This is an optimization exercise on Yosys and OpenROAD, whose aim is small area, a short achievable clock period and few clock cycles, not a production implementation.
Function was checked by simulation only, so behaviour that the tests miss may differ from the original.

// ellipse_generator
module ellipse_generator (
  input  logic        clk,
  input  logic        reset,
  input  logic        enable,
  input  logic        run,
  input  logic        ena_pause,
  input  logic [1:0]  quadrant,
  input  logic [11:0] xc,
  input  logic [11:0] yc,
  input  logic [11:0] xr,
  input  logic [11:0] yr,
  output logic        busy,
  output logic        pixel_data_rdy,
  output logic        ellipse_complete,
  output logic [11:0] x_coord,
  output logic [11:0] y_coord
);
  localparam int ST_IDLE  = 0;
  localparam int ST_POINT = 1;
  localparam int ST_PASS  = 2;
  localparam int ST_I1    = 3;
  localparam int ST_I2    = 4;
  localparam int ST_ARC   = 5;
  localparam int ST_FLAT  = 6;
  localparam int ST_DONE  = 7;
  logic [7:0]         st;         
  logic               half;       
  logic signed [11:0] rm, rn;     
  logic [11:0]        cxr, cyr;   
  logic [1:0]         quad;
  logic [3:0]         cnt;        
  ...
clock: 8.5 ns
lec_check: 0
abc_area: 1
cap_margin: 20
core_margin: 2
core_utilization: 65
setup_slack_margin: 3.5
slew_margin: 20
run.sh (not shown) runs the stock make flow with config.mk's settings and CLKGATE_MAP_FILE= SYNTH_SCRIPT=/design/flow/synth_recipe.tcl, a recipe that flattens the netlist after the stock synthesis.
Testbench counts at the start, summed over its fixed seeds: cycles 112,045.
==> next run, changes <==
--- a/flow/config.mk
+++ b/flow/config.mk
@@ -12 +12 @@
-export SETUP_SLACK_MARGIN = 3.5
+export SETUP_SLACK_MARGIN = 4.0
Result:
- worst setup slack is better by 0.34 ns
- via count increases by 1.9%
- hold slack hardly moves
- core utilization increases by 2.6 points
- synthesized area is unchanged
==> next run, changes <==
--- a/flow/config.mk
+++ b/flow/config.mk
@@ -12 +12 @@
-export SETUP_SLACK_MARGIN = 4.0
+export SETUP_SLACK_MARGIN = 4.5
After rerunning: With this change the flow stopped in global routing (5_1_grt) (GRT-0232); area after synthesis stays the same; synthesized cell count stays the same.

Another version of the RTL of ellipse_generator (not shown whole).
Size in the first run: about 3000 cells after synthesis, about 28000 sq um of cells after synthesis.
Settings: LEC_CHECK=0, ABC_CLOCK_PERIOD_IN_PS=4000, CAP_MARGIN=20, CORE_MARGIN=2, CORE_UTILIZATION=55, SETUP_SLACK_MARGIN=4.4, SLEW_MARGIN=20; clock period 8.5 ns.
The starting point passed the timing, DRC and antenna checks.
Testbench counts at the start, summed over its fixed seeds: cycles 112,045.
Edit:
--- a/flow/config.mk
+++ b/flow/config.mk
@@ -11,3 +11,3 @@
 export CORE_UTILIZATION = 55
-export SETUP_SLACK_MARGIN = 4.4
+export SETUP_SLACK_MARGIN = 4.0
 export SLEW_MARGIN = 20
Result: The changed run finished with timing, DRC and antenna clean; via count decreases by 2.1%; clock skew rises by 0.013 ns; routed wire length falls by about 3.2%; count of clock-buffer cells in the layout stays the same; flip-flop and latch count is unchanged; synthesized cell count stays the same; sequential share of layout area grows by 1.1 points.

ellipse_generator with an RTL version that a note above also has.
For scale: about 3000 cells after synthesis, roughly 290 flip-flops, roughly 82 I/O pins.
==> flow/design.v (excerpt) <==
module ellipse_generator (
  input  logic        clk,
  input  logic        reset,
  input  logic        enable,
  input  logic        run,
  input  logic        ena_pause,
  input  logic [1:0]  quadrant,
  input  logic [11:0] xc,
  input  logic [11:0] yc,
  input  logic [11:0] xr,
  input  logic [11:0] yr,
  output logic        busy,
  output logic        pixel_data_rdy,
  output logic        ellipse_complete,
  output logic [11:0] x_coord,
  output logic [11:0] y_coord
);
export LEC_CHECK = 0
export CAP_MARGIN = 20
export CORE_MARGIN = 2
export CORE_UTILIZATION = 55
export SLEW_MARGIN = 20
create_clock -name core_clock -period 8.5 [get_ports {clk}]
The starting point completed without violations.
Testbench counts at the start, summed over its fixed seeds: cycles 112,045.
Next try:
ABC_AREA = 1   (was unset)
CORE_UTILIZATION = 62   (was 55)
SETUP_SLACK_MARGIN = 4.25   (was unset)
Outcome: The new run finished clean; final area rose by about 12%; worst setup slack improves by 1.9 ns; synthesized cell count rose by about 9%; via count rose by about 20%; synthesized area fell by about 3.6%.

run 1:
ellipse_generator, a different RTL version from the one above (not shown whole).
Size: roughly 3,600 cells after synthesis.
Settings: LEC_CHECK=0, ABC_AREA=1, CAP_MARGIN=20, CORE_MARGIN=2, CORE_UTILIZATION=55, SETUP_SLACK_MARGIN=4.5, SLEW_MARGIN=20; clock period 8.5 ns.
Testbench counts of run 1, summed over its fixed seeds: cycles 112,956.
> inputs changed (run 1 -> run 2)
Settings: SETUP_SLACK_MARGIN changed from 4.5 to 4.0; CORE_UTILIZATION changed from 55 to 65.
Results
Of run 2 and run 1, it is run 2 that has the lower core area.
| multi-input logic portion of the cell area | higher: run 2 |
Going from run 1 to run 2, the arrival time reported for the critical path endpoint was found to have gone down by 60 ps.
Looking at class of the most critical setup path, the in -> reg result is from run 2; the reg -> reg one comes from run 1.
Setup changes, run 2 to run 3
Settings: SETUP_SLACK_MARGIN: 4.0 -> 3.5.
Results
Between run 3 and run 2, the difference in met3 layer usage reported by global route is negligible. Run 2 ended up with A[15] as its timing endpoint of the critical path; run 3 ended up with P[11]. Compared with run 2, run 3 shows critical path depth higher by 4. Comparing run 2 with run 3, the area after synthesis came out essentially unchanged. Summary of run 3 over run 2: final critical delay including setup and external delays higher, initial detailed-routing violation count higher.
Input-level comparison between run 4 and run 3:
Settings: SETUP_SLACK_MARGIN changed from 3.5 to 4.25.
==> comparison <==
For run 4 and run 3, there was not a single run that failed to finish clean.
Clock latency reported for the late side of the worst-skew pair across run 4 and run 3: no real change.
[run 4] area added between synthesis and finish rose 7.4 points relative to run 3
In the flow results for run 4 and run 3, the final wirelength is smaller on run 3.
Non-clock buffering overhead in the final layout: higher on run 4
Compared with run 3, design area in run 4 increased by a few percent.
Run 4 vs. run 3: wire length of the first global-routing pass rose by 4500 µm; count of vias placed by the detailed router now larger.

## JK
ellipse_generator, a different RTL version from the one above (not shown whole).
Size: roughly 2900 cells after synthesis, ~260 flip-flops, ~82 I/O pins, roughly 26000 um^2 of cells after synthesis.
export LEC_CHECK = 0
export ABC_CLOCK_PERIOD_IN_PS = 4000
export CAP_MARGIN = 20
export CORE_MARGIN = 2
export CORE_UTILIZATION = 55
export SETUP_SLACK_MARGIN = 3.6
export SLEW_MARGIN = 20
create_clock -name core_clock -period 8.5 [get_ports {clk}]
JK completed end to end with timing, DRC and antenna clean.
Testbench counts of JK, summed over its fixed seeds: cycles 113,847.
### JK -> MS
Settings: a change of SETUP_SLACK_MARGIN from 3.6 to 4.0.
==> notes.md <==
In MS relative to JK, area of all placed cells without fillers had gone up by a little under 10%.
[diff] total detailed-routing wirelength, MS relative to JK: regression
The slew at the pin closest to its max-slew limit reported for MS is smaller than that of JK by 7.1 ps.

build 71:
RTL: one of the versions met above, not the one the previous note started from.
Size: ~3000 cells after synthesis, roughly 290 flip-flops, ~82 I/O pins, about 27000 sq um of cells after synthesis.
// ellipse_generator
module ellipse_generator (
  input  logic        clk,
  input  logic        reset,
  input  logic        enable,
  input  logic        run,
  input  logic        ena_pause,
  input  logic [1:0]  quadrant,
  input  logic [11:0] xc,
  input  logic [11:0] yc,
  input  logic [11:0] xr,
  input  logic [11:0] yr,
  output logic        busy,
  output logic        pixel_data_rdy,
  output logic        ellipse_complete,
  output logic [11:0] x_coord,
  output logic [11:0] y_coord
);
make LEC_CHECK=0 CAP_MARGIN=20 CORE_MARGIN=2 CORE_UTILIZATION=65 SETUP_SLACK_MARGIN=3.5 SLEW_MARGIN=20 finish   # period 8.5 ns
Testbench counts of build 71, summed over its fixed seeds: cycles 112,045.
Here is what was changed in the inputs of build 46 compared with build 71.
- SETUP_SLACK_MARGIN: 3.5 -> 3.0
- CORE_UTILIZATION: 65 -> 55
### Flow results
Compared with build 71, build 46 shows a via count that is 1108 lower.
Diff build 71 and build 46: sum of met3 wire segment lengths after detailed routing lower in build 46
The lower total global-route track usage came out of build 46.
Build 71 -> build 46: synthesized cell count delta 0, exact match
diff inputs: build 46 => build 30
- an added ABC_AREA of 1
- a change of CORE_UTILIZATION from 55 to 65
### Flow results
- Against build 46, overall die width in build 30 fell by a little under 10%.
- Build 30: all stages complete, timing, DRC and antenna checks passed
- Changes observed in build 30 relative to build 46: fraction of synthesized cell area in xor and xnor cells has decreased; clock-buffer cell count has decreased.
diff inputs: build 30 => build 34
- changing CORE_UTILIZATION from 65 to 70
- changing SETUP_SLACK_MARGIN from 3.0 to 4.0
==> notes.md <==
Global-route wire length before repair sits higher in build 34 than in build 30. Build 30 has a lower first-pass detailed-route iteration total than build 34. The number of combinational gates with multiple inputs on build 30 is in line with that on build 34. Build 30 → build 34: post-detailed-routing wire length rose by 9.4 mm, worst reg-to-reg path cell count moved down.

==> separate check: timing with driven ports <==
No port has a modelled driver above. Below, the same layouts with a new extraction and two added sets of constraints. Step 1 assumes that a clkbuf_16 drives the clock port and a buf_2 every other input. Step 2 adds t to the input delays and takes it off the output delays; t is the mean of the earliest and latest rising clock arrival at the registers after step 1. Input paths then give back, and output paths get back, about the clock's delay inside the block. Three values: ideal ports, drivers, drivers and shift; two values: the first two.
run	shift t [ns]	slack for setup (ns)	hold WS [ns]	slew at the worst register clock pin (ns)
the first run of note 1	0.632	3.567 / 3.567 / 3.063	0.542 / 0.542 / 0.542	0.07 / 0.07
the second run of note 1	0.631	3.908 / 3.908 / 3.309	0.542 / 0.542 / 0.542	0.07 / 0.07
the first run of note 2	0.648	3.439 / 3.461 / 2.813	0.559 / 0.559 / 0.559	0.06 / 0.06
the second run of note 2	0.639	3.515 / 3.537 / 2.899	0.529 / 0.529 / 0.529	0.06 / 0.06
the first run of note 3	0.641	1.969 / 2.007 / 1.366	0.550 / 0.550 / 0.550	0.06 / 0.06
the second run of note 3	0.655	3.915 / 3.915 / 3.414	0.517 / 0.517 / 0.517	0.07 / 0.07
run 1	0.650	4.049 / 4.049 / 3.552	0.568 / 0.568 / 0.568	0.07 / 0.07
run 2	0.641	4.077 / 4.067 / 3.464	0.568 / 0.568 / 0.568	0.07 / 0.07
run 3	0.649	3.568 / 3.598 / 2.949	0.550 / 0.550 / 0.550	0.07 / 0.07
run 4	0.655	4.043 / 4.043 / 3.484	0.552 / 0.552 / 0.552	0.07 / 0.07
JK	0.618	2.783 / 2.722 / 3.157	0.728 / 0.728 / 0.728	0.06 / 0.06
MS	0.628	2.816 / 2.752 / 3.351	0.738 / 0.738 / 0.738	0.07 / 0.07
build 71	0.637	3.520 / 3.520 / 3.007	0.555 / 0.555 / 0.555	0.07 / 0.07
build 46	0.636	3.078 / 3.077 / 2.573	0.561 / 0.561 / 0.561	0.06 / 0.06
build 30	0.633	3.169 / 3.196 / 2.574	0.530 / 0.530 / 0.530	0.07 / 0.07
build 34	0.646	3.872 / 3.872 / 3.281	0.531 / 0.531 / 0.531	0.07 / 0.07
After both steps every run listed still meets setup and hold. The setup slack of the first run of note 2, which loses most, moves by +0.022 ns with the drivers and by -0.626 ns with both steps.
